This is an optimization exercise on Yosys and OpenROAD, whose aim is small area, not a production implementation. Function was checked by simulation only, so behaviour that the tests miss may differ from the original. No activity file was given, so power comes from the tool's default toggle rates.

==> design/flow/design.v <==
module reg_file_hold (
  input  logic        we,
  input  logic        hold,
  input  logic wd,
  input  logic q,
  output logic d
);
  assign d = (we & wd) | (hold & q);
endmodule
module reg_file_ao3 (
  input  logic        s0,
  input  logic        s1,
  input  logic        s2,
  input  logic d0,
  input  logic d1,
  input  logic d2,
  output logic y_n
);
  assign y_n = ~((s0 & d0) | (s1 & d1) | (s2 & d2));
endmodule
module reg_file #(
  parameter int NUM_RS    = 3,
  parameter int ZERO_REG  = 1,
  parameter int NUM_REG   = 32,
  parameter int REG_WIDTH = 32
) (
  input  logic                                        clk_i,
  input  logic                                        arst_ni,
  input  logic [$clog2(NUM_REG)-1:0]                  rd_addr_i,
  input  logic [REG_WIDTH-1:0]                        rd_data_i,
  input  logic                                        rd_en_i,
  input  logic [NUM_RS-1:0][$clog2(NUM_REG)-1:0]      rs_addr_i,
  output logic [NUM_RS-1:0][REG_WIDTH-1:0]            rs_data_o
);
  logic [31:0] wsel;
  always_comb begin
    for (int r = 0; r < 32; r++) begin
      wsel[r] = rd_en_i && (rd_addr_i == 5'(r)) && (r != 0);
    end
  end
  logic [31:1] valid_q;
  always_ff @(posedge clk_i or negedge arst_ni) begin
    if (!arst_ni) begin
      valid_q <= '0;
    end else begin
      valid_q <= valid_q | wsel[31:1];
    end
  end
  logic [31:1][31:0] data_q, data_d;
  for (genvar r = 1; r < 32; r++) begin : g_hold
    for (genvar b = 0; b < 32; b++) begin : g_bit
      reg_file_hold u_hold (
        .we(wsel[r]), .hold(~wsel[r]), .wd(rd_data_i[b]), .q(data_q[r][b]), .d(data_d[r][b]));
    end
  end
  always_ff @(posedge clk_i) begin
    data_q <= data_d;
  end
  logic [2:0][31:1]      sel;      
  logic [2:0][10:0][31:0] grp_n;   
  for (genvar p = 0; p < 3; p++) begin : g_rd
    for (genvar r = 1; r < 32; r++) begin : g_sel
      assign sel[p][r] = valid_q[r] && (rs_addr_i[p] == 5'(r));
    end
    for (genvar g = 0; g < 10; g++) begin : g_grp
      for (genvar b = 0; b < 32; b++) begin : g_bit
        reg_file_ao3 u_ao3 (
          .s0(sel[p][3*g+1]), .s1(sel[p][3*g+2]), .s2(sel[p][3*g+3]),
          .d0(data_q[3*g+1][b]), .d1(data_q[3*g+2][b]), .d2(data_q[3*g+3][b]),
          .y_n(grp_n[p][g][b]));
      end
    end
    assign grp_n[p][10] = ~({32{sel[p][31]}} & data_q[31]);
    for (genvar b = 0; b < 32; b++) begin : g_bit
      assign rs_data_o[p][b] = ~&{grp_n[p][10][b], grp_n[p][9][b], grp_n[p][8][b],
                                 grp_n[p][7][b], grp_n[p][6][b], grp_n[p][5][b],
                                 grp_n[p][4][b], grp_n[p][3][b], grp_n[p][2][b],
                                 grp_n[p][1][b], grp_n[p][0][b]};
    end
  end
endmodule
==> design/flow/run.sh <==
#!/bin/bash
# synth_recipe.tcl (not shown) runs the flow's synth.tcl, then flattens the netlist and writes it again
# the make line also repeats each setting of config.mk as NAME=value (left out here)
make -C /OpenROAD-flow-scripts/flow DESIGN_CONFIG=/design/flow/config.mk WORK_HOME=/design/flow/orfs CLKGATE_MAP_FILE= SYNTH_SCRIPT=/design/flow/synth_recipe.tcl finish
==> design/flow/config.mk <==
export PLATFORM = sky130hd
export DESIGN_NAME = reg_file
export DESIGN_NICKNAME = reg_file
export VERILOG_FILES = /design/flow/design.v
export SDC_FILE = /design/flow/constraint.sdc
export NUM_CORES = 4
export LEC_CHECK = 0
export CAP_MARGIN = 20
export CORE_MARGIN = 2
export CORE_UTILIZATION = 30
export SLEW_MARGIN = 20
export SYNTH_HIERARCHICAL = 1
==> design/flow/constraint.sdc <==
create_clock -name core_clock -period 6.0 [get_ports {clk_i}]
set_input_delay 1.2000 -clock core_clock [delete_from_list [all_inputs] [get_ports {clk_i}]]
set_output_delay 1.2000 -clock core_clock [all_outputs]
set_load 0.01 [all_outputs]
==> results of run 1 <==
-- routing by layer --
layer	vias up	part of all wire (%)
li1	18700	-
met1	23700	35
met2	5402	39
met3	1440	19
met4	14	7.7
met5	-	0.050
-- cells in the mapped netlist (2+ instances only) --
master	count	area share, %
a2111o_1	96	2.5
a222oi_1	960	22
a22o_1	992	20
and2_1	6	0.087
and2_4	3	0.061
and2b_1	2	0.035
and3_1	83	1.2
and3_4	2	0.052
and4_1	6	0.12
and4b_1	7	0.16
and4bb_2	3	0.087
buf_6	6	0.16
buf_8	6	0.21
clkbuf_1	8	0.069
dfrtp_1	31	1.8
dfxtp_1	992	46
inv_1	31	0.27
nand2_1	130	1.1
nand2b_1	31	0.45
nand3_1	4	0.046
nand4_1	192	2.8
nor2_1	9	0.078
nor2b_1	14	0.20
nor3b_1	8	0.14
-- flip-flops by register name, summed over array words and instances, names as in the netlist --
| register | count |
|---|---|
| data_q | 992 |
| valid_q | 31 |
-- logic make-up (layout without fill, tap and decap cells) --
group                  count (synthesis)  count (layout)  share of synthesized area (%)
AND/OR/NAND/NOR                      504             504                           6.70
buffers and inverters                 51             652                          0.704
other                                  0               9                              0
AO/OA/AOI/OAI                       2048            2048                           44.8
flip-flops                          1023            1023                           47.8
-- modules after synthesis (local to each module, per instance) --
module / flip-flops and latches / times used / cell area (sq um)
reg_file: 1023 / 1 / 24900
reg_file_ao3: 0 / 960 / 10.0
reg_file_hold: 0 / 992 / 8.76
-- where the power goes --
part / total (W) / internal [W] / switching, W / leakage [nW]
sequential: 0.00965 / 0.00817 / 0.00149 / 8.61
combinational: 0.00267 / 0.00139 / 0.00128 / 11.2
clock: 0.00719 / 0.00417 / 0.00302 / 1.84
-- area by class of cell --
| type | count | share of cell area [%] |
|---|---|---|
| diodes | 9 | 0.0419 |
| clock buffers | 167 | 6.14 |
| clock inverters | 30 | 0.831 |
| inverters | 31 | 0.217 |
| multi-input cells | 2552 | 41.9 |
| flip-flops and latches | 1023 | 38.4 |
| well taps | 1903 | 4.43 |
| repair buffers | 424 | 8.05 |
-- worst paths after layout --
check                                   endpoint  slack (ps)  cells past startpoint             startpoint
hold / removal               data_q[540]$_DFF_P_         520                      1    data_q[540]$_DFF_P_
hold reg to reg              data_q[540]$_DFF_P_         520                      1    data_q[540]$_DFF_P_
min in group asynchronous  valid_q[18]$_DFF_PN0_         900                      2                arst_ni
setup reg to reg           valid_q[21]$_DFF_PN0_        5220                      1  valid_q[21]$_DFF_PN0_
max in group asynchronous  valid_q[24]$_DFF_PN0_        4740                      2                arst_ni
setup / recovery                   rs_data_o[29]         -40                      8           rs_addr_i[2]
-- metrics by stage --
stage	setup WS, ps	std cells	utilization [%]	hold WS (ps)
6_report	-36.0	6139	37.5	523
3_5_place_dp	40.3	5933	34.8	499
4_1_cts	36.5	6130	37.5	514
3_3_place_gp	84.1	5933	34.8	496
5_1_grt	14.9	6132	37.5	534
2_1_floorplan	420	3626	-	454
==> notes.md, run 1 <==
- Post-DR vias/cell: 8.03
- Crit path max-delay cell type: and4b_2
- M2 GR Usage: 46.1%
- Mean Syn Cell Area: 11.9 sq um
- Multi-input logic area: 22,500 sq um
- WP buf/inv: 3
- Full die area: 147,000 sq um
- CTS-repair resized insts: 0
- DRT Pass-1 Iters: 23
- Antenna viol nets, final: 0
- Rel. slew slack: 17.2%
- Pwr dens: 363 nW/um^2
- Antenna violations before repair: 12
- Final setup margin: -36.0 ps
- Setup CP Type: in -> out
- Postcts setup bufs: 0
- Max IR drop VDD: 0.292 mV
- Vias in the first global route: 45,600
- Critical Path RT: 4800 ps
- Setup TNS: -55.9 ps
- CP arrival: 4840 ps
- Drt wl/cell: 42.8 um
- Area after DPL: 49,900 sq um
- Gr busiest metal: met2
- Layout area overhead: 24.4%
- Syn Std Cell Area: 43,200 sq um
- Post-synth EDFFs: 0
- Row cnt: 139
- Flops & latches, synth: 1,023
- Synth async-reset ratio: 3.03%
- Filler cell count: 13,900
- DP HPWL: 162,000 um
- Number of clock sinks: 1,023
- First-pass GRT wire length: 357,000 um
- Root Buffer: clkbuf_16
- Seq/Total Area, Yosys: 47.8%
- Clock transition at path regs: 60 ps
- Crit path largest cell delay: 840 ps
- Initial Utilization: 30.2%
- Hold Buf Count CTS: 0
- Status: complete, but fails checks
- Crit. End Element: output pin
- CTS buffer count: 112
- Most frequent CP cell: clkdlybuf4s50_1
- Post-route DRC: 0
- Tmin final: 6040 ps
- Fraction of layout cells with a size suffix above 1: 13.8%
- Syn nets: 3,681
- Synth warnings: 7
- Starting DRT DRC Count: 15,000
- RSZ-0062 raised after global routing: no
- Most frequent cells in the layout: a22o_1 (992), dfxtp_1 (992), a222oi_1 (960), buf_4 (213), nand4_1 (192)
- Crit path max fanout: 13
- Synth Instances: 3,626
- Final setup viols: 2
- Largest delay share family, worst path: simple AND/OR/NAND/NOR gates
- Pleak: 21.7 nW
- CP Launch Type: primary input
- Fin. max-slew vios: 0
- Clk latency of the worst-skew pair: 740 ps
- Met3 usage: 18.1%
- Fmax: 166 MHz
- Worst min path class: reg -> reg
- Routed via count: 49,300
- Most used DFF post-synth: dfxtp_1
- Final GP Congestion: 1.01
- Layout Skew: 0 ps
- Tot GR Track Use: 33.7%
- # nets final: 4,199
- Post-Route WL: 263,000 um
- Die width: 384 um
- Final Cycle Share: 101%
- Final Power: 0.0195 W
- Reg area: 20,600 sq um
- Max-cap violations: 0
- Core ar.: 143,000 sq um
- Worst path cell trace: clkdlybuf4s50_1, nor2_1, and4b_2, buf_4, a222oi_1, nand4_1, a2111o_1, clkdlybuf4s50_1
- Worst-Margin Slew: 1230 ps
- Gr ovfl total: 0
- Hold Vio Cnt, Final: 0
- Clk buf depth: 3
- CTS tree: built
- Met1 usage: 41.1%
- Distinct cells, synth: 28
- Largest net degree at the start of global routing: 35
- Port bufs: 150
- Design Area, Final: 53,700 sq um
- Die height: 384 um
- I/O pins: 151
- H-tree Lvls: 3
- Layout check failures: setup timing
==> run 2, diff against run 1 <==
--- a/design/flow/config.mk
+++ b/design/flow/config.mk
@@ -8,5 +8,7 @@
 export CAP_MARGIN = 20
 export CORE_MARGIN = 2
 export CORE_UTILIZATION = 30
+export PLACE_DENSITY = 0.45
+export SETUP_SLACK_MARGIN = 0.5
 export SLEW_MARGIN = 20
 export SYNTH_HIERARCHICAL = 1
==> notes.md, run 2 <==
- Status: timing/DRC/antenna clean
- Clock power share: 37.8% (+1.0 points)
- Switch share: 29.7% (+0.055 points)
- Max-cap violations: 0 (unchanged)
- Pwr dens: 364 nW/um^2 (+0.24%)
- Clock transition at path regs: 60 ps (about the same)
- Routed via count: 49,300 (+0.014%)
- Layout area overhead: 26.7%
- Flops & latches, synth: 1,023 (unchanged)
- Psw: 0.00591 W (+2.3%)
- Tmin final: 5560 ps (-478 ps)
- Fmax: 180 MHz (+8.6%)
- Post-route DRC: 0 (unchanged)
- CTS tree: built
- Hold Buf Count CTS: 0 (unchanged)
- Final Power: 0.0199 W (+2.1%)
- Syn nets: 3,681 (unchanged)
- Largest Register: data_q
- Pleak: 22.3 nW (+3.0%)
- Final setup viols: 0 (-2)
- Clk buf depth: 3 (unchanged)
- Synth Instances: 3,626 (unchanged)
- Setup TNS: 0 ps (+55.9 ps)
- Largest net degree at the start of global routing: 35 (unchanged)
- Reg power frac: 48.5% (-1.0 points)
- Row cnt: 139 (unchanged)
- Number of clock sinks: 1,023 (unchanged)
- P_int: 0.0140 W (+2.0%)
- Post-Route WL: 285,000 um (+8.5%)
- Synth top area cells: dfxtp_1 (46%), a222oi_1 (22%), a22o_1 (20%)
- Setup CP Type: in -> out
- Fraction of layout cells with a size suffix above 1: 16.2% (+2.3 points)
- Most used DFF post-synth: dfxtp_1
- Max IR drop VDD: 0.233 mV (-20%)
- Pre-CTS setup slack: -36.1 ps (-76.4 ps)
- Antenna violations before repair: 22 (+10)
- First-pass GRT wire length: 379,000 um (+6.1%)
- Worst-Margin Slew: 1280 ps (+43.1 ps)
- Max reg flops: 992 (unchanged)
- CP arrival: 4360 ps (-480 ps)
- Most frequent cells in the layout: a22o_1 (992), dfxtp_1 (992), a222oi_1 (960), buf_4 (274), nand4_1 (192)
- Tot GR Track Use: 36.6% (+3.0 points)
- Hold Vio Cnt, Final: 0 (unchanged)
- Critical Path RT: 4800 ps (about the same)
- Filler cell count: 14,000 (+1.0%)
- Core ar.: 143,000 sq um (unchanged)
- Rel. slew slack: 14.9% (-2.4 points)
- # nets final: 4,277 (+1.9%)
- Distinct cells, synth: 28 (unchanged)
- Dominant cell type by area after synthesis: dfxtp_1
- Vias in the first global route: 44,900 (-1.6%)
- H-tree Lvls: 3 (unchanged)
- Layout Skew: 0 ps (unchanged)
- Top cell type's share of synthesized area: 46.0% (unchanged)
- I/O pins: 151 (unchanged)
- Clk latency of the worst-skew pair: 750 ps (about the same)
- Root Buffer: clkbuf_16
- Hold WS: 524 ps (+1.67 ps)
- Most frequent cells after synthesis: a22o_1 (992), dfxtp_1 (992), a222oi_1 (960)
- Final setup margin: 442 ps (+478 ps)
- Full die area: 147,000 sq um (unchanged)
- Starting DRT DRC Count: 14,400 (-3.6%)
- Crit. End Element: output pin
- Fin. max-slew vios: 0 (unchanged)
- Antenna viol nets, final: 0 (unchanged)
- Final Cycle Share: 92.6% (-8.0 points)
- Regs by FF count: data_q x992, valid_q x31
- Port bufs: 150 (unchanged)
- Die width: 384 um (unchanged)
- Gate power share: 13.7% (about the same)
- Worst min path class: reg -> reg
- Seq/Total Area, Yosys: 47.8% (unchanged)
- Gr ovfl total: 0 (unchanged)
- Synth warnings: 7 (unchanged)
- DP HPWL: 171,000 um (+5.6%)
- CTS buffer count: 118 (+5.4%)
- Die height: 384 um (unchanged)
- Initial Utilization: 30.2% (unchanged)
- Final GP Congestion: 0.996 (-1.8%)
- Post-Route Utilization: 38.2% (+0.70 points)
- Synth async-reset ratio: 3.03% (unchanged)
- Drt wl/cell: 45.8 um (+7.0%)
- Crit path max fanout: 12 (-1)
- Syn Std Cell Area: 43,200 sq um (unchanged)
- Mean Syn Cell Area: 11.9 sq um (unchanged)
- CP Launch Type: primary input
- Post-synth EDFFs: 0 (unchanged)
- Post-DR vias/cell: 7.91 (-1.4%)
- RSZ-0062 raised after global routing: no
- DRT Pass-1 Iters: 17 (-26%)
## run 2: routing by layer
metal  wire length, um  track usage, %  vias up
met1            106000            46.7    24200
met2            114000            51.6     4972
met3             47300            16.8     1165
li1                  -               -    18900
met4             18100            18.1       19
met5               137           0.487        -
## run 2: worst max-delay path, stage by stage
cell and delay, ps:
clkdlybuf4s15_1 330, and3_1 340, and3_4 360, buf_4 280, a222oi_1 440, nand4_1 380, a2111o_1 510, clkdlybuf4s50_1 500
## run 2: cell type report
type                       instances  area [sq um]  area share (%)
antenna                            5          12.5          0.0229
inverter                          31           133           0.242
multi-input combinational       2552         22700            41.4
sequential                      1023         20600            37.7
clock buffer                     185          3590            6.55
timing repair buffer             496          4950            9.04
clock inverter                    31           380           0.695
tap                             1903          2380            4.35
## run 2: kinds of logic after synthesis
| family | synth area share, % |
|---|---|
| flops | 47.8 |
| compound gates | 44.8 |
| buf+inv | 0.704 |
| simple gates | 6.70 |
## run 2: modules after synthesis, one instance, submodules excluded
module / area (sq um) / copies in the design / flops+latches / cells inside
reg_file_hold: 8.76 / 992 / 0 / 1
reg_file: 24900 / 1 / 1023 / 1674
reg_file_ao3: 10.0 / 960 / 0 / 1
## run 2: final timing paths
path                                               to                 start  slack, ps  depth (start not counted)
min in group asynchronous        valid_q[3]$_DFF_PN0_               arst_ni        590                          1
worst min-delay path              data_q[519]$_DFF_P_   data_q[519]$_DFF_P_        520                          1
worst min register to register    data_q[519]$_DFF_P_   data_q[519]$_DFF_P_        520                          1
max in group asynchronous       valid_q[14]$_DFF_PN0_               arst_ni       4820                          1
worst max-delay path                    rs_data_o[19]          rs_addr_i[1]        440                          8
worst max register to register   valid_q[4]$_DFF_PN0_  valid_q[4]$_DFF_PN0_       5230                          1
## run 2: power by group through the flow
| stage | Combinational [W] | Clock, W | Sequential (W) |
|---|---|---|---|
| after floorplan | 0.00150 | 0 | 0.00927 |
| after global placement | 0.00260 | 0 | 0.00967 |
| after detailed placement | 0.00265 | 0 | 0.00966 |
| after CTS | 0.00264 | 0.00757 | 0.00955 |
| after global routing | 0.00284 | 0.00783 | 0.00981 |
| final | 0.00273 | 0.00753 | 0.00966 |
## run 2: per-stage QoR
stage | std cells | instance area, sq um
floorplan | 3626 | 43200
global placement | 5998 | 50500
detailed placement | 5999 | 50500
CTS | 6221 | 54700
global route | 6221 | 54700
finish | 6226 | 54700
## run 2: repair_timing
action / 4_1_cts / 5_1_grt
gates cloned: 1 / 0
gates resized for setup: 73 / 38
endpoints found under the setup margin: 96 / 79
buffers inserted: 5 / 0
pin swaps: 46 / 55
==> run 3, diff against run 2 <==
==> design/flow/flow/run.sh (new file) <==
#!/bin/bash
# Standard layout with two changes: the port buffers are the smallest buffer
# (repair may still upsize them), and clock tree synthesis inserts no dummy loads.
set -euo pipefail
export BUFFER_PORTS_ARGS="-buffer_cell sky130_fd_sc_hd__buf_1"
export CTS_ARGS="-sink_clustering_enable -repair_clock_nets -dont_use_dummy_load"
bash standard.sh > standard.log 2>&1
==> design/flow/standard.sh (new file) <==
#!/bin/bash
# synth_recipe.tcl (not shown) runs the flow's synth.tcl, then flattens the netlist and writes it again
# the make line also repeats each setting of config.mk as NAME=value (left out here)
make -C /OpenROAD-flow-scripts/flow DESIGN_CONFIG=/design/flow/config.mk WORK_HOME=/design/flow/orfs CLKGATE_MAP_FILE= SYNTH_SCRIPT=/design/flow/synth_recipe.tcl "${@:-finish}"
--- a/design/flow/config.mk
+++ b/design/flow/config.mk
@@ -9,6 +9,6 @@
 export CORE_MARGIN = 2
 export CORE_UTILIZATION = 30
 export PLACE_DENSITY = 0.45
-export SETUP_SLACK_MARGIN = 0.5
+export SETUP_SLACK_MARGIN = 0.6
 export SLEW_MARGIN = 20
 export SYNTH_HIERARCHICAL = 1
removed: design/flow/run.sh
==> notes.md, run 3 <==
- Status: timing/DRC/antenna clean
- Worst Hold Launch: data_q[720]$_DFF_P_
- First-pass GRT wire length: 368,000 um (-3.1%)
- Distinct cells, synth: 28 (unchanged)
- Fraction of layout cells with a size suffix above 1: 10.8% (-5.4 points)
- Pwr dens: 362 nW/um^2 (-0.54%)
- # nets final: 4,063 (-5.0%)
- Crit. End Element: output pin
- Mean Syn Cell Area: 11.9 sq um (unchanged)
- Reg2reg path depth: 1 (unchanged)
- Psw: 0.00561 W (-5.2%)
- Fmax: 180 MHz (-0.21%)
- Antenna viol nets, final: 0 (unchanged)
- Filler cell count: 14,300 (+1.8%)
- Post-synthesis adder-cell area fraction: 0% (unchanged)
- Synth top area cells: dfxtp_1 (46%), a222oi_1 (22%), a22o_1 (20%)
- Number of clock sinks: 1,023 (unchanged)
- Die height: 384 um (unchanged)
- Starting DRT DRC Count: 13,900 (-3.6%)
- Worst Setup SP: rs_addr_i[14]
- Max-cap violations: 0 (unchanged)
- Post-synth EDFFs: 0 (unchanged)
- Clock transition at path regs: 50 ps (about the same)
- Clk latency of the worst-skew pair: 740 ps (about the same)
- Top cell type's share of synthesized area: 46.0% (unchanged)
- Core ar.: 143,000 sq um (unchanged)
- Largest Register: data_q
- Gr ovfl total: 0 (unchanged)
- Most used DFF post-synth: dfxtp_1
- Antenna violations before repair: 25 (+14%)
- Most frequent cells after synthesis: a22o_1 (992), dfxtp_1 (992), a222oi_1 (960)
- Area after DPL: 47,400 sq um (-6.1%)
- Post-route DRC: 0 (unchanged)
- Layout area overhead: 16.8%
- Post-Route WL: 274,000 um (-3.9%)
- Reg power frac: 52.8% (+4.3 points)
- Clock power share: 33.8% (-4.0 points)
- Multi-input logic area: 22,600 sq um (-0.19%)
- Max reg flops: 992 (unchanged)
- Flops & latches, synth: 1,023 (unchanged)
- Pleak: 19.9 nW (-11%)
- Post-DR vias/cell: 8.15 (+2.9%)
- Final Cycle Share: 92.8% (+0.19 points)
- Synth warnings: 7 (unchanged)
- CP Launch Type: primary input
- Critical Path RT: 4800 ps (about the same)
- Syn nets: 3,681 (unchanged)
- Tot GR Track Use: 35.2% (-1.4 points)
- Max IR drop VDD: 0.240 mV (+2.8%)
- DP HPWL: 158,000 um (-7.6%)
- Largest net degree at the start of global routing: 35 (unchanged)
- Final setup viols: 0 (unchanged)
- Largest family of logic cells by synthesized area: compound AO/OA/AOI/OAI gates
- Post-synthesis compound-gate area fraction: 44.8% (unchanged)
- Tmin final: 5570 ps (+11.7 ps)
- Worst-Margin Slew: 1340 ps (+64.9 ps)
- Gate power share: 13.4% (-0.3 points)
- Row cnt: 139 (unchanged)
- Postcts setup bufs: 0 (-5)
- Clk buf depth: 3 (unchanged)
- Register-to-register setup slack: 5230 ps (about the same)
- Drt wl/cell: 46.3 um (+1.2%)
- Root Buffer: clkbuf_16
- Post-Synth Simple-Gate Area: 6.70% (unchanged)
- Synth Area in XOR/XNOR: 0% (unchanged)
- Port bufs: 150 (unchanged)
- Synth Instances: 3,626 (unchanged)
- RSZ-0062 raised after global routing: yes
- Routed via count: 48,200 (-2.2%)
- CTS tree: built
- Final GP Congestion: 0.952 (-4.4%)
- Setup TNS: 0 ps (unchanged)
- Layout Skew: 0 ps (unchanged)
- Worst min path class: reg -> reg
- Most frequent cells in the layout: a22o_1 (992), dfxtp_1 (992), a222oi_1 (960), nand4_1 (192), buf_1 (118)
- Hold depth: 1 (unchanged)
- Full die area: 147,000 sq um (unchanged)
- Hold WS: 518 ps (-5.98 ps)
- Crit path max fanout: 24 (+12)
- Design Area, Final: 50,500 sq um (-7.8%)
- H-tree Lvls: 3 (unchanged)
- Dominant cell type by area after synthesis: dfxtp_1
- P_int: 0.0127 W (-9.5%)
- Reg2Reg Capture Point: data_q[990]$_DFF_P_
- DRT Pass-1 Iters: 17 (unchanged)
- Vias in the first global route: 43,300 (-3.5%)
- Rel. slew slack: 10.5% (-4.3 points)
- CTS buffer count: 115 (-2.5%)
- Reg area: 20,600 sq um (unchanged)
- I/O pins: 151 (unchanged)
- Synth async-reset ratio: 3.03% (unchanged)
- CP arrival: 4370 ps (about the same)
- Switch share: 30.7% (+0.98 points)
- Hold Vio Cnt, Final: 0 (unchanged)
- Fin. max-slew vios: 0 (unchanged)
- Regs by FF count: data_q x992, valid_q x31
- Die width: 384 um (unchanged)
- Mux share of post-synthesis cell area: 0% (unchanged)
- Syn Std Cell Area: 43,200 sq um (unchanged)
- Crit Reg-Reg Startpoint: data_q[990]$_DFF_P_
- Setup CP Type: in -> out
- WHS Endpoint: data_q[720]$_DFF_P_
- Seq/Total Area, Yosys: 47.8% (unchanged)
- Initial Utilization: 30.2% (unchanged)
run 3: critical path, cell delays in order:
cell and delay, ps:
buf_1 350, nor2b_1 570, and3_2 1100, a222oi_1 300
nand4_1 300, a2111o_1 320, buf_1 190
run 3: power by group through the flow:
stage / registers [W] / logic [W] / clock network (W)
floorplan: 0.00927 / 0.00150 / 0
global placement: 0.00967 / 0.00230 / 0
detailed placement: 0.00966 / 0.00235 / 0
CTS: 0.00955 / 0.00235 / 0.00620
global route: 0.00980 / 0.00256 / 0.00643
finish: 0.00965 / 0.00245 / 0.00617
run 3: worst max path at each step:
stage                     to  slack (ps)  cells past startpoint
2_1_floorplan  rs_data_o[32]         840                      6
3_3_place_gp   rs_data_o[10]         480                      7
3_5_place_dp   rs_data_o[42]         430                      7
4_1_cts        rs_data_o[81]         630                      7
5_1_grt        rs_data_o[13]         550                      9
6_report       rs_data_o[82]         430                      7
run 3: per-stage QoR:
step | power [W] | setup WS (ps) | util, % | instances
final | 0.0183 | 430 | 35.2 | 5916
after global routing | 0.0188 | 552 | 35.2 | 5909
after CTS | 0.0181 | 630 | 35.1 | 5907
after detailed placement | 0.0120 | 433 | 33.1 | 5792
after global placement | 0.0120 | 478 | 33.1 | 5790
after floorplan | 0.0108 | 837 | - | 3626
run 3: layout make-up:
| cell class | instances | share of cell area, % |
|---|---|---|
| sequential | 1023 | 40.9 |
| timing repair buffer | 285 | 3.65 |
| tap | 1903 | 4.72 |
| multi-input combinational | 2552 | 44.8 |
| inverter | 31 | 0.233 |
| clock buffer | 115 | 5.70 |
| antenna | 7 | 0.0347 |
run 3: kinds of logic after synthesis:
kind of cell | count (synthesis)
DFF | 1023
buffers and inverters | 51
and+or+nand+nor | 504
AOI/OAI and AO/OA | 2048
run 3: metal layers:
metal  global-route usage (%)  part of all wire, %  up-vias
met3                     16.1                   17      934
met2                     48.9                   39     4781
met4                     12.4                  4.8       30
met1                     47.3                   39    24100
li1                         -                    -    18400
met5                   0.0975                0.072        -
run 3: Yosys stat by module, one instance, submodules excluded:
module	cell area (sq um)	flops+latches	cells
reg_file	24900	1023	1674
reg_file_hold	8.76	0	1
reg_file_ao3	10.0	0	1
run 3: what timing repair did:
item | in CTS | in global routing
endpoints found under the setup margin | 49 | 54
hold endpoints to repair | 0 | 0
hold buffers | 0 | 0
resized for setup | 6 | 31
pin swaps | 2 | 7
==> run 4, diff against run 3 <==
==> design/flow/flow/run.sh (replaced) <==
#!/bin/bash
# Standard layout with two changes: the port buffers are the smallest buffer
# (repair may still upsize them), and clock tree synthesis inserts no dummy loads
# and clusters up to 20 flip-flops under each leaf buffer.
set -euo pipefail
export BUFFER_PORTS_ARGS="-buffer_cell sky130_fd_sc_hd__buf_1"
export CTS_ARGS="-sink_clustering_enable -repair_clock_nets -dont_use_dummy_load -sink_clustering_size 20 -sink_clustering_max_diameter 100 -buf_list {sky130_fd_sc_hd__clkbuf_16}"
bash standard.sh > standard.log 2>&1
--- a/design/flow/config.mk
+++ b/design/flow/config.mk
@@ -9,6 +9,6 @@
 export CORE_MARGIN = 2
 export CORE_UTILIZATION = 30
 export PLACE_DENSITY = 0.45
-export SETUP_SLACK_MARGIN = 0.6
+export SETUP_SLACK_MARGIN = 0.4
 export SLEW_MARGIN = 20
 export SYNTH_HIERARCHICAL = 1
==> notes.md, run 4 <==
- Pwr dens: 333 nW/um^2 (-8.0%)
- Synth top area cells: dfxtp_1 (46%), a222oi_1 (22%), a22o_1 (20%)
- Flops & latches, synth: 1,023 (unchanged)
- Reg area: 20,600 sq um (unchanged)
- Final GP Congestion: 0.967 (+1.6%)
- Max-cap violations: 0 (unchanged)
- Antenna viol nets, final: 0 (unchanged)
- Pre-CTS setup slack: 453 ps (+20.4 ps)
- Number of clock sinks: 1,023 (unchanged)
- Most frequent cells after synthesis: a22o_1 (992), dfxtp_1 (992), a222oi_1 (960)
- I/O pins: 151 (unchanged)
- Clock transition at path regs: 60 ps (about the same)
- Regs by FF count: data_q x992, valid_q x31
- Most frequent cells in the layout: a22o_1 (992), dfxtp_1 (992), a222oi_1 (960), nand4_1 (192)
- H-tree Lvls: 2 (-1)
- Max reg flops: 992 (unchanged)
- Filler cell count: 14,300 (+0.098%)
- Vias in the first global route: 43,000 (-0.61%)
- Worst min path class: reg -> reg
- Status: timing/DRC/antenna clean
- Rel. slew slack: 11.7% (+1.2 points)
- Syn nets: 3,681 (unchanged)
- Root Buffer: clkbuf_16
- Tmin final: 5670 ps (+105 ps)
- DP HPWL: 158,000 um (about the same)
- Layout area overhead: 13.1%
- Tot GR Track Use: 34.7% (-0.50 points)
- Full die area: 147,000 sq um (unchanged)
- Largest net degree at the start of global routing: 35 (unchanged)
- First-pass GRT wire length: 363,000 um (-1.4%)
- Top cell type's share of synthesized area: 46.0% (unchanged)
- CP arrival: 4470 ps (+100 ps)
- Fmax: 176 MHz (-1.9%)
- Initial Utilization: 30.2% (unchanged)
- CP Launch Type: primary input
- DRT Pass-1 Iters: 15 (-2)
- Synth warnings: 7 (unchanged)
- Final Cycle Share: 94.6% (+1.7 points)
- CTS tree: built
- Die height: 384 um (unchanged)
- Multi-input logic area: 22,500 sq um (-0.40%)
- Synth async-reset ratio: 3.03% (unchanged)
- Crit. End Element: output pin
- Crit path max fanout: 32 (+33%)
- Pleak: 19.3 nW (-3.3%)
- # nets final: 4,004 (-1.5%)
- Most used DFF post-synth: dfxtp_1
- Routed via count: 47,900 (-0.59%)
- Fraction of layout cells with a size suffix above 1: 9.63% (-1.2 points)
- CTS buffer count: 58 (-50%)
- Starting DRT DRC Count: 14,200 (+2.0%)
- Max IR drop VDD: 0.255 mV (+6.1%)
- Gr ovfl total: 0 (unchanged)
- Post-DR vias/cell: 8.18 (+0.38%)
- Port bufs: 150 (unchanged)
- Largest Register: data_q
- Final setup viols: 0 (unchanged)
- Final setup margin: 326 ps (-105 ps)
- Seq/Total Area, Yosys: 47.8% (unchanged)
- Setup TNS: 0 ps (unchanged)
- Post-route DRC: 0 (unchanged)
- Distinct cells, synth: 28 (unchanged)
- RSZ-0062 raised after global routing: no
- Syn Std Cell Area: 43,200 sq um (unchanged)
- Worst-Margin Slew: 1320 ps (-17.7 ps)
- Post-Route WL: 271,000 um (-1.0%)
- Hold Vio Cnt, Final: 0 (unchanged)
- Drt wl/cell: 46.3 um (about the same)
- Synth Instances: 3,626 (unchanged)
- Antenna violations before repair: 21 (-16%)
- Critical Path RT: 4800 ps (about the same)
- Row cnt: 139 (unchanged)
- Clk latency of the worst-skew pair: 730 ps (about the same)
- Setup CP Type: in -> out
- Fin. max-slew vios: 0 (unchanged)
- Post-synth EDFFs: 0 (unchanged)
- Core ar.: 143,000 sq um (unchanged)
- Clk buf depth: 3 (unchanged)
- Layout Skew: 0 ps (unchanged)
- Die width: 384 um (unchanged)
- Final Power: 0.0163 W (-11%)
- Dominant cell type by area after synthesis: dfxtp_1
- Mean Syn Cell Area: 11.9 sq um (unchanged)
[run 4: cell counts after synthesis]
Identical to the previous run, type by type.
[run 4: through the flow]
stage                     std cells  cell area (sq um)  util (%)  hold slack (ps)
final                          5859              48900      34.1              526
after global routing           5851              48900      34.1              525
after CTS                      5849              48800      34.1              522
after global placement         5790              47300      33.0              496
after floorplan                3626              43200         -              454
after detailed placement       5791              47400      33.0              502
[run 4: power breakdown]
| part | internal [W] | switching (W) | total, W | leakage (nW) |
|---|---|---|---|---|
| clock network | 0.00171 | 0.00250 | 0.00421 | 0.715 |
| logic | 0.00117 | 0.00127 | 0.00245 | 9.95 |
| registers | 0.00815 | 0.00148 | 0.00963 | 8.61 |
[run 4: final timing paths]
| path | startpoint | endpoint | slack (ps) | cells after the start |
|---|---|---|---|---|
| min in group asynchronous | arst_ni | valid_q[7]$_DFF_PN0_ | 610 | 1 |
| max | rs_addr_i[5] | rs_data_o[42] | 330 | 7 |
| max reg2reg | data_q[991]$_DFF_P_ | data_q[991]$_DFF_P_ | 5200 | 1 |
| min reg2reg | data_q[557]$_DFF_P_ | data_q[557]$_DFF_P_ | 530 | 1 |
| min | data_q[557]$_DFF_P_ | data_q[557]$_DFF_P_ | 530 | 1 |
| max in group asynchronous | arst_ni | valid_q[16]$_DFF_PN0_ | 4790 | 1 |
[run 4: final cells by class]
type / count / share of cell area (%)
Tap cell: 1903 / 4.87
Clock buffer: 58 / 2.97
Sequential cell: 1023 / 42.2
Timing Repair Buffer: 283 / 3.58
Multi-Input combinational cell: 2552 / 46.1
Antenna cell: 9 / 0.0461
Inverter: 31 / 0.248
[run 4: logic make-up (layout without fill, tap and decap cells)]
kind of cell	count (synthesis)	in the layout	share of synthesized area (%)
DFF	1023	1023	47.8
other	0	9	0
AOI/OAI and AO/OA	2048	2048	44.8
and+or+nand+nor	504	504	6.70
buffers and inverters	51	372	0.704
[run 4: critical path, stage by stage]
cell,delay [ps]
buf_1,400
and3b_1,290
and3_2,610
a222oi_1,510
nand4_1,640
a2111o_1,620
buf_1,170
[run 4: routing by layer]
| metal | GRT usage (%) | share of wire (%) | vias to the layer above |
|---|---|---|---|
| met5 | 2.66 | 0.24 | - |
| met1 | 46.1 | 39 | 24100 |
| met3 | 15.4 | 16 | 906 |
| li1 | - | - | 18200 |
| met2 | 48.4 | 39 | 4684 |
| met4 | 13.2 | 4.9 | 32 |
[run 4: what timing repair did]
| action | CTS | global route |
|---|---|---|
| hold buffers | 0 | 0 |
| hold endpoints to repair | 0 | 0 |
| endpoints found under the setup margin | 0 | 22 |
| setup buffers | 0 | 0 |
| gates resized for setup | 0 | 5 |
[run 4: per-module statistics from Yosys (local to each module, per instance)]
module | flip-flops and latches | area (sq um) | cells
reg_file | 1023 | 24900 | 1674
reg_file_hold | 0 | 8.76 | 1
reg_file_ao3 | 0 | 10.0 | 1

-- port drivers added, routing unchanged --
Ports are ideal in the flow. The routed layouts listed here were re-timed in OpenROAD. Step 1, drivers: a clkbuf_16 drives clk_i and a buf_2 each remaining input, both assumed. Step 2 times the ports against the registers' clock, not the clock port: input delays grow and output delays shrink by t, the midpoint of the rising clock arrivals with the driver on. Slacks: ideal / step 1 / step 2; pairs: ideal / step 1.
run | t (ns) | setup slack, ns | worst setup path after step 2 | latest minus earliest clock arrival (ns) | cell pins on the clock port's net
run 1 | 0.818 | -0.036 / -0.070 / -0.070 | input to output | 0.045 / 0.045 | 1
run 2 | 0.833 | 0.442 / 0.385 / 0.385 | input to output | 0.043 / 0.042 | 1
run 3 | 0.804 | 0.430 / 0.376 / 0.376 | input to output | 0.061 / 0.061 | 1
run 4 | 0.791 | 0.326 / 0.213 / 0.213 | input to output | 0.058 / 0.058 | 1
The setup slack of run 4, which loses most, moves by -0.113 ns with the drivers and by -0.113 ns with both steps.
